This design comes from an exercise in tuning for small area and few clock cycles per item on the open sky130 flow, not from production work. At most, simulation tests tie the RTL to the original design; equivalence was not proved.

==> v1 <==
## scan_polar_to_cartesian_wall_filter_top
module scan_polar_to_cartesian_wall_filter_top (
  input  logic                clk,
  input  logic                rst,
  input  logic                sample_valid,
  output logic                sample_ready,
  input  logic [15:0]         sample_range,
  input  logic                sample_scan_start,
  output logic                point_valid,
  input  logic                point_ready,
  output logic signed [16:0]  point_x,
  output logic signed [16:0]  point_y,
  output logic [8:0]          point_angle,
  input  logic                cfg_we,
  input  logic [1:0]          cfg_index,
  input  logic [16:0]         cfg_data
);
  logic        en;
  logic [16:0] bnd;
  logic [15:0] tol;
  logic [1:0]  q;
  logic [6:0]  r;
  logic [15:0] ts_r, tc_r;
  logic [15:0] px, py;
  logic        v;
  logic        accept;
  logic        start;
  logic [1:0]  qn;
  logic [6:0]  rn, sn;
  logic [15:0] ts_n, tc_n;
  logic        r0;
  logic [1:0]  qo;
  logic [7:0]  one, two, neg;
  logic        r15;
  logic [15:0] mx, my;
  logic        xn, yn, keep;
  ...
==> flow/config.mk <==
export PLATFORM = sky130hd
export DESIGN_NAME = scan_polar_to_cartesian_wall_filter_top
export DESIGN_NICKNAME = scan_polar_to_cartesian_wall_filter_top
export VERILOG_FILES = /design/flow/design.v
export SDC_FILE = /design/flow/constraint.sdc
export NUM_CORES = 4
export LEC_CHECK = 0
export CAP_MARGIN = 20
export CORE_MARGIN = 2
export CORE_UTILIZATION = 65
export SLEW_MARGIN = 20
==> flow/constraint.sdc <==
create_clock -name core_clock -period 8.0 [get_ports {clk}]
set_input_delay 1.6000 -clock core_clock [delete_from_list [all_inputs] [get_ports {clk}]]
set_output_delay 1.6000 -clock core_clock [all_outputs]
set_load 0.01 [all_outputs]
standard.sh (not shown) runs the stock make flow with config.mk's settings and CLKGATE_MAP_FILE= SYNTH_SCRIPT=/design/flow/synth_recipe.tcl, a recipe that flattens the netlist after the stock synthesis.
==> flow/flow/run.sh <==
#!/bin/bash
# Own flow: the standard flow's layout (standard.sh) with one change in synthesis. ABC maps the
# logic for area (flow/abc_area.script) instead of ORFS's delay script; everything
# else in synthesis (passes, flattening, renaming, flip-flop mapping) is unchanged,
# so the registers are the standard synthesis's. Each tool's output goes to a log here.
set -euo pipefail
W=$PWD
F=$W/flow
# ORFS's synth.tcl with only the ABC script replaced.
sed "s|log_cmd abc {\*}\$abc_args|set abc_args [lreplace \$abc_args 1 1 $F/abc_area.script]; log_cmd abc {*}\$abc_args|" \
  "$FLOW_HOME/scripts/synth.tcl" > "$W/orfs_synth_area.tcl"
grep -q "abc_area.script" "$W/orfs_synth_area.tcl"
# The standard flow's synthesis script, sourcing that copy.
sed "s|source \$::env(SCRIPTS_DIR)/synth.tcl|source $W/orfs_synth_area.tcl|" "$W/synth_recipe.tcl" > "$W/own_synth.tcl"
grep -q "orfs_synth_area.tcl" "$W/own_synth.tcl"
# standard.sh with the synthesis script swapped.
sed "s|$W/synth_recipe.tcl|$W/own_synth.tcl|" "$W/standard.sh" > "$W/own_standard.sh"
grep -q "own_synth.tcl" "$W/own_standard.sh"
bash "$W/own_standard.sh" synth > "$W/synth.log" 2>&1
# The rest of the standard flow's layout from that netlist.
bash "$W/standard.sh" finish > "$W/layout.log" 2>&1
test -f "$W/out/final.def"
==> flow/flow/abc_area.script <==
strash
dch
map -a
topo
stime -c
==> inputs of v14, as changes to v1 <==
==> flow/run.sh (new file) <==
#!/bin/bash
# synth_recipe.tcl (not shown) runs the flow's synth.tcl, then flattens the netlist and writes it again
# the make line also repeats each setting of config.mk as NAME=value (left out here)
make -C /OpenROAD-flow-scripts/flow DESIGN_CONFIG=/design/flow/config.mk WORK_HOME=/design/flow/orfs CLKGATE_MAP_FILE= SYNTH_SCRIPT=/design/flow/synth_recipe.tcl finish
removed: flow/flow/run.sh
removed: flow/flow/abc_area.script
removed: flow/standard.sh
==> summary.md <==
| Metric | Value |
|---|---|
| Status | `no timing/DRC/antenna violations` |
| CP Data Arrival Time | `7920 ps` |
| FF-to-FF path depth | `21` |
| End of the critical path | `px[14]$_DFFE_PN_` |
| Register-to-register setup slack | `1510 ps` |
| Clock buffers | `9` |
# the run above: v1

==> summary.md <==
| Metric | Value |
|---|---|
| Status | `no timing/DRC/antenna violations` |
| End of the critical path | `px[12]$_DFFE_PN_` |
| FF-to-FF path depth | `19` |
| Share of cells above drive strength 1 | `0.08289` |
| Largest family of logic cells by synthesized area | `adder cells` |
| Clock buffers | `10` |
| Register-to-register setup slack | `1650 ps` |
# the run above: v14

No functional check of the RTL was part of any run of this note.

========
==> inputs of try-indigo <==
scan_polar_to_cartesian_wall_filter_top, a different RTL version from the one above (not shown whole).
==> module scan_polar_to_cartesian_wall_filter_top, before the edit <==
module scan_polar_to_cartesian_wall_filter_top (
  input  logic                clk,
  input  logic                rst,
  input  logic                sample_valid,
  output logic                sample_ready,
  input  logic [15:0]         sample_range,
  input  logic                sample_scan_start,
  output logic                point_valid,
  input  logic                point_ready,
  output logic signed [16:0]  point_x,
  output logic signed [16:0]  point_y,
  output logic [8:0]          point_angle,
  input  logic                cfg_we,
  input  logic [1:0]          cfg_index,
  input  logic [16:0]         cfg_data
);
  logic        en;
  logic [16:0] bnd;
  logic [15:0] tol;
  logic [1:0]  q;
  logic [6:0]  r;
  logic [15:0] px, py;
  logic        v;
  logic        accept;
  logic        start;
  logic        r0;
  logic [1:0]  qo;
  logic [6:0]  r90, sidx, cidx;
  logic [14:0] ts, tc, rs, rc;
  logic        fs, fc;
  logic [7:0]  one, two, neg;
  logic [15:0] mx, my;
  logic        xn, yn, keep;
  logic [18:0] z;
  logic [8:0]  abase;
  assign sample_ready = !v || point_ready;
  assign accept = sample_valid && sample_ready;
  assign start = sample_scan_start;
  assign r90 = 7'd90 - r;
  assign sidx = q[0] ? r90 : r;
  assign cidx = q[0] ? r : r90;
  spcwf_rom u_rs (.d(sidx), .t(rs));
  spcwf_rom u_rc (.d(cidx), .t(rc));
  assign ts = start ? 15'd0 : rs;
  assign tc = start ? 15'd0 : rc;
  assign fs = !start && (sidx == 7'd90);
  assign fc = start || (cidx == 7'd90);
  always_comb begin
    for (int k = 0; k < 8; k++) begin
      logic b2, b1, b0;
      b2 = sample_range[2*k+1];
      b1 = sample_range[2*k];
      b0 = (k == 0) ? 1'b0 : sample_range[2*k-1];
      one[k] = b1 ^ b0;
      two[k] = b2 ? (!b1 && !b0) : (b1 && b0);
      neg[k] = b2;
    end
  end
  spcwf_mul u_mx (.one(one), .two(two), .neg(neg), .r15(sample_range[15]), .t(tc), .p(mx));
  spcwf_mul u_my (.one(one), .two(two), .neg(neg), .r15(sample_range[15]), .t(ts), .p(my));
  always_ff @(posedge clk) begin
    if (rst) begin
      en <= 1'b0;
      bnd <= '0;
      tol <= '0;
      q <= 2'd0;
      r <= 7'd0;
      v <= 1'b0;
    end else begin
      if (cfg_we) begin
        case (cfg_index)
          2'd0: en <= cfg_data[0];
          2'd1: bnd <= cfg_data;
          2'd2: tol <= cfg_data[15:0];
          default: ;
        endcase
      end
      if (sample_ready) v <= sample_valid;
      if (accept) begin
        if (start) begin
          q <= 2'd0;
          r <= 7'd1;
        end else if (r == 7'd89) begin
          q <= q + 2'd1;
          r <= 7'd0;
        end else begin
          r <= r + 7'd1;
        end
      end
    end
  end
  always_ff @(posedge clk) begin
    if (sample_ready) begin
      px <= mx | (sample_range & {16{fc}});
      py <= my | (sample_range & {16{fs}});
    end
  end
  assign r0 = (r == 7'd0);
  assign qo = q - {1'b0, r0};
  assign xn = qo[0] ^ qo[1];
  assign yn = qo[1];
  assign point_x = ({1'b0, px} ^ {17{xn}}) + {16'd0, xn};
  assign point_y = ({1'b0, py} ^ {17{yn}}) + {16'd0, yn};
  always_comb begin
    case (q)
      2'd0: abase = r0 ? 9'd359 : 9'd511;
      2'd1: abase = 9'd89;
      2'd2: abase = 9'd179;
      default: abase = 9'd269;
    endcase
  end
  assign point_angle = abase + {2'b00, r};
  assign z = {{3{yn}}, py ^ {16{yn}}} + {3'b000, tol} + ~{bnd[16], bnd[16], bnd}
           + {18'd0, yn};
  assign keep = !en || !z[18];
  assign point_valid = v && keep;
endmodule
Settings: LEC_CHECK=0, CAP_MARGIN=20, CORE_MARGIN=2, CORE_UTILIZATION=40, SLEW_MARGIN=20; clock period 8.0 ns.
run.sh (not shown) runs the stock make flow with config.mk's settings and CLKGATE_MAP_FILE= SYNTH_SCRIPT=/design/flow/synth_recipe.tcl, a recipe that flattens the netlist after the stock synthesis.
Stock flow here: none of the scripts above is used.
==> try-zinc: changes against try-indigo <==
--- a/flow/design.v
+++ b/flow/design.v
@@ -545,31 +545,29 @@
   logic [15:0] tol;
   logic [1:0]  q;
-  logic [6:0]  r;
+  logic [6:0]  s, c;
   logic [15:0] px, py;
   logic        v;
   logic        accept;
   logic        start;
+  logic        last;
+  logic [6:0]  r;
   logic        r0;
   logic [1:0]  qo;
-  logic [6:0]  r90, sidx, cidx;
-  logic [14:0] ts, tc, rs, rc;
+  logic [14:0] ts, tc;
   logic        fs, fc;
   logic [7:0]  one, two, neg;
+  logic        r15;
   logic [15:0] mx, my;
   logic        xn, yn, keep;
-  logic [18:0] z;
+  logic [18:0] wa, wb, wc, ws, wcv;
   logic [8:0]  abase;
   assign sample_ready = !v || point_ready;
   assign accept = sample_valid && sample_ready;
+  assign last = (q[0] ? c : s) == 7'd89;
   assign start = sample_scan_start;
-  assign r90 = 7'd90 - r;
-  assign sidx = q[0] ? r90 : r;
-  assign cidx = q[0] ? r : r90;
-  spcwf_rom u_rs (.d(sidx), .t(rs));
-  spcwf_rom u_rc (.d(cidx), .t(rc));
-  assign ts = start ? 15'd0 : rs;
-  assign tc = start ? 15'd0 : rc;
-  assign fs = !start && (sidx == 7'd90);
-  assign fc = start || (cidx == 7'd90);
+  spcwf_rom u_rs (.d(s), .t(ts));
+  spcwf_rom u_rc (.d(c), .t(tc));
+  assign fs = !start && (s == 7'd90);
+  assign fc = start || (c == 7'd90);
   always_comb begin
     for (int k = 0; k < 8; k++) begin
@@ -578,11 +576,12 @@
       b1 = sample_range[2*k];
       b0 = (k == 0) ? 1'b0 : sample_range[2*k-1];
-      one[k] = b1 ^ b0;
-      two[k] = b2 ? (!b1 && !b0) : (b1 && b0);
-      neg[k] = b2;
+      one[k] = !start && (b1 ^ b0);
+      two[k] = !start && (b2 ? (!b1 && !b0) : (b1 && b0));
+      neg[k] = !start && b2 && !(b1 && b0);
     end
+    r15 = !start && sample_range[15];
   end
-  spcwf_mul u_mx (.one(one), .two(two), .neg(neg), .r15(sample_range[15]), .t(tc), .p(mx));
-  spcwf_mul u_my (.one(one), .two(two), .neg(neg), .r15(sample_range[15]), .t(ts), .p(my));
+  spcwf_mul u_mx (.one(one), .two(two), .neg(neg), .r15(r15), .t(tc), .p(mx));
+  spcwf_mul u_my (.one(one), .two(two), .neg(neg), .r15(r15), .t(ts), .p(my));
   always_ff @(posedge clk) begin
     if (rst) begin
@@ -591,5 +590,6 @@
       tol <= '0;
       q <= 2'd0;
-      r <= 7'd0;
+      s <= 7'd0;
+      c <= 7'd90;
       v <= 1'b0;
     end else begin
@@ -606,10 +606,10 @@
         if (start) begin
           q <= 2'd0;
-          r <= 7'd1;
-        end else if (r == 7'd89) begin
-          q <= q + 2'd1;
-          r <= 7'd0;
+          s <= 7'd1;
+          c <= 7'd89;
         end else begin
-          r <= r + 7'd1;
+          if (last) q <= q + 2'd1;
+          s <= q[0] ? s - 7'd1 : s + 7'd1;
+          c <= q[0] ? c + 7'd1 : c - 7'd1;
         end
       end
@@ -622,10 +622,22 @@
     end
   end
+  assign r = q[0] ? c : s;
   assign r0 = (r == 7'd0);
   assign qo = q - {1'b0, r0};
   assign xn = qo[0] ^ qo[1];
   assign yn = qo[1];
-  assign point_x = ({1'b0, px} ^ {17{xn}}) + {16'd0, xn};
-  assign point_y = ({1'b0, py} ^ {17{yn}}) + {16'd0, yn};
+  always_comb begin
+    logic ox, oy;
+    ox = 1'b0;
+    oy = 1'b0;
+    for (int i = 0; i < 16; i++) begin
+      point_x[i] = px[i] ^ (xn && ox);
+      point_y[i] = py[i] ^ (yn && oy);
+      ox = ox || px[i];
+      oy = oy || py[i];
+    end
+    point_x[16] = xn && ox;
+    point_y[16] = yn && oy;
+  end
   always_comb begin
     case (q)
@@ -637,7 +649,18 @@
   end
   assign point_angle = abase + {2'b00, r};
-  assign z = {{3{yn}}, py ^ {16{yn}}} + {3'b000, tol} + ~{bnd[16], bnd[16], bnd}
-           + {18'd0, yn};
-  assign keep = !en || !z[18];
+  assign wa = {{3{yn}}, py ^ {16{yn}}};
+  assign wb = {3'b000, tol};
+  assign wc = ~{bnd[16], bnd[16], bnd};
+  always_comb begin
+    logic cy;
+    wcv[0] = yn;
+    for (int i = 0; i < 19; i++) begin
+      ws[i] = wa[i] ^ wb[i] ^ wc[i];
+      if (i < 18) wcv[i+1] = (wa[i] && wb[i]) || (wa[i] && wc[i]) || (wb[i] && wc[i]);
+    end
+    cy = 1'b0;
+    for (int i = 0; i < 18; i++) cy = (ws[i] && wcv[i]) || ((ws[i] ^ wcv[i]) && cy);
+    keep = !en || !(ws[18] ^ wcv[18] ^ cy);
+  end
   assign point_valid = v && keep;
 endmodule
--- a/flow/config.mk
+++ b/flow/config.mk
@@ -8,4 +8,5 @@
 export CAP_MARGIN = 20
 export CORE_MARGIN = 2
-export CORE_UTILIZATION = 40
+export CORE_UTILIZATION = 65
+export CTS_BUF_LIST = sky130_fd_sc_hd__clkbuf_8
 export SLEW_MARGIN = 20
==> results.yml <==
logic_synthesis:
  syn_area_um2: 22200
  synth.avg_cell_area_um2: 7.67
sta:
  fmaxAchievable_mhz: 129
  period_minus_slack_ps: 7740
clocking:
  cts_resized: 18
route:
  drt-total-wl_um: 83500
  wl_per_cell_um: 21.6
  wl_met1_um: 36300
  wl_met2_um: 38300
run_status:
  status: "complete, no violations"
power_and_ir_drop:
  ir_drop_v: 0.000553
  p_seq_w: 0.000772
  comb_power_w: 0.00839
grt:
  grtUsageTotal_pct: 29.0
worst_setup_path:
  endpoint: "py[14]"
placed_design:
  place_ws_ps: -201
  place_area_um2: 26000
finish:
  area_growth_pct: 21.8
[end of results for try-indigo]
==> results.yml <==
run_status:
  status: "complete, no violations"
sta:
  fmaxAchievable_mhz: 130
grt:
  grtUsageTotal_pct: 42.0
placed_design:
  place_ws_ps: -287
route:
  wl_met1_um: 28900
  wl_met2_um: 35400
power_and_ir_drop:
  comb_power_w: 0.00525
  ir_drop_v: 0.000599
  p_seq_w: 0.00105
clocking:
  cts_resized: 0
logic_synthesis:
  synth.avg_cell_area_um2: 7.97
[end of results for try-zinc]
Testbench counts of try-indigo, summed over its fixed seeds: cycles 23,072, items 23,040.
Function not checked in try-zinc: the RTL went through the layout flow alone.

-- re-timing with driven ports --
In the flow no input, the clock included, has a driving cell. The finished layouts below were timed again as built, in two steps.
Step 1 sets driving cells, clkbuf_16 on the clock port and buf_2 on the other inputs (assumed; they add their load-dependent delay and slew).
Step 2, shift: input delay + t, output delay - t, t = (earliest + latest rising clock arrival at the registers) / 2. This alone moves slack from input paths to output paths.
Slacks: ideal ports / drivers / drivers and shift; pairs: ideal ports / drivers.
run | t, ns | setup WS [ns] | cell pins on the clock port's net
v1 | 0.442 | 0.208 / 0.242 / -0.200 | 1
v14 | 0.419 | 0.265 / 0.271 / -0.148 | 1
try-indigo | 0.403 | 0.263 / 0.288 / -0.115 | 1
try-zinc | 0.536 | 0.291 / 0.314 / -0.222 | 1
With both steps, setup timing fails in every run listed, where it was met with ideal ports. For try-zinc, which loses most, drivers alone change the setup slack by +0.023 ns; drivers and shift together by -0.513 ns.
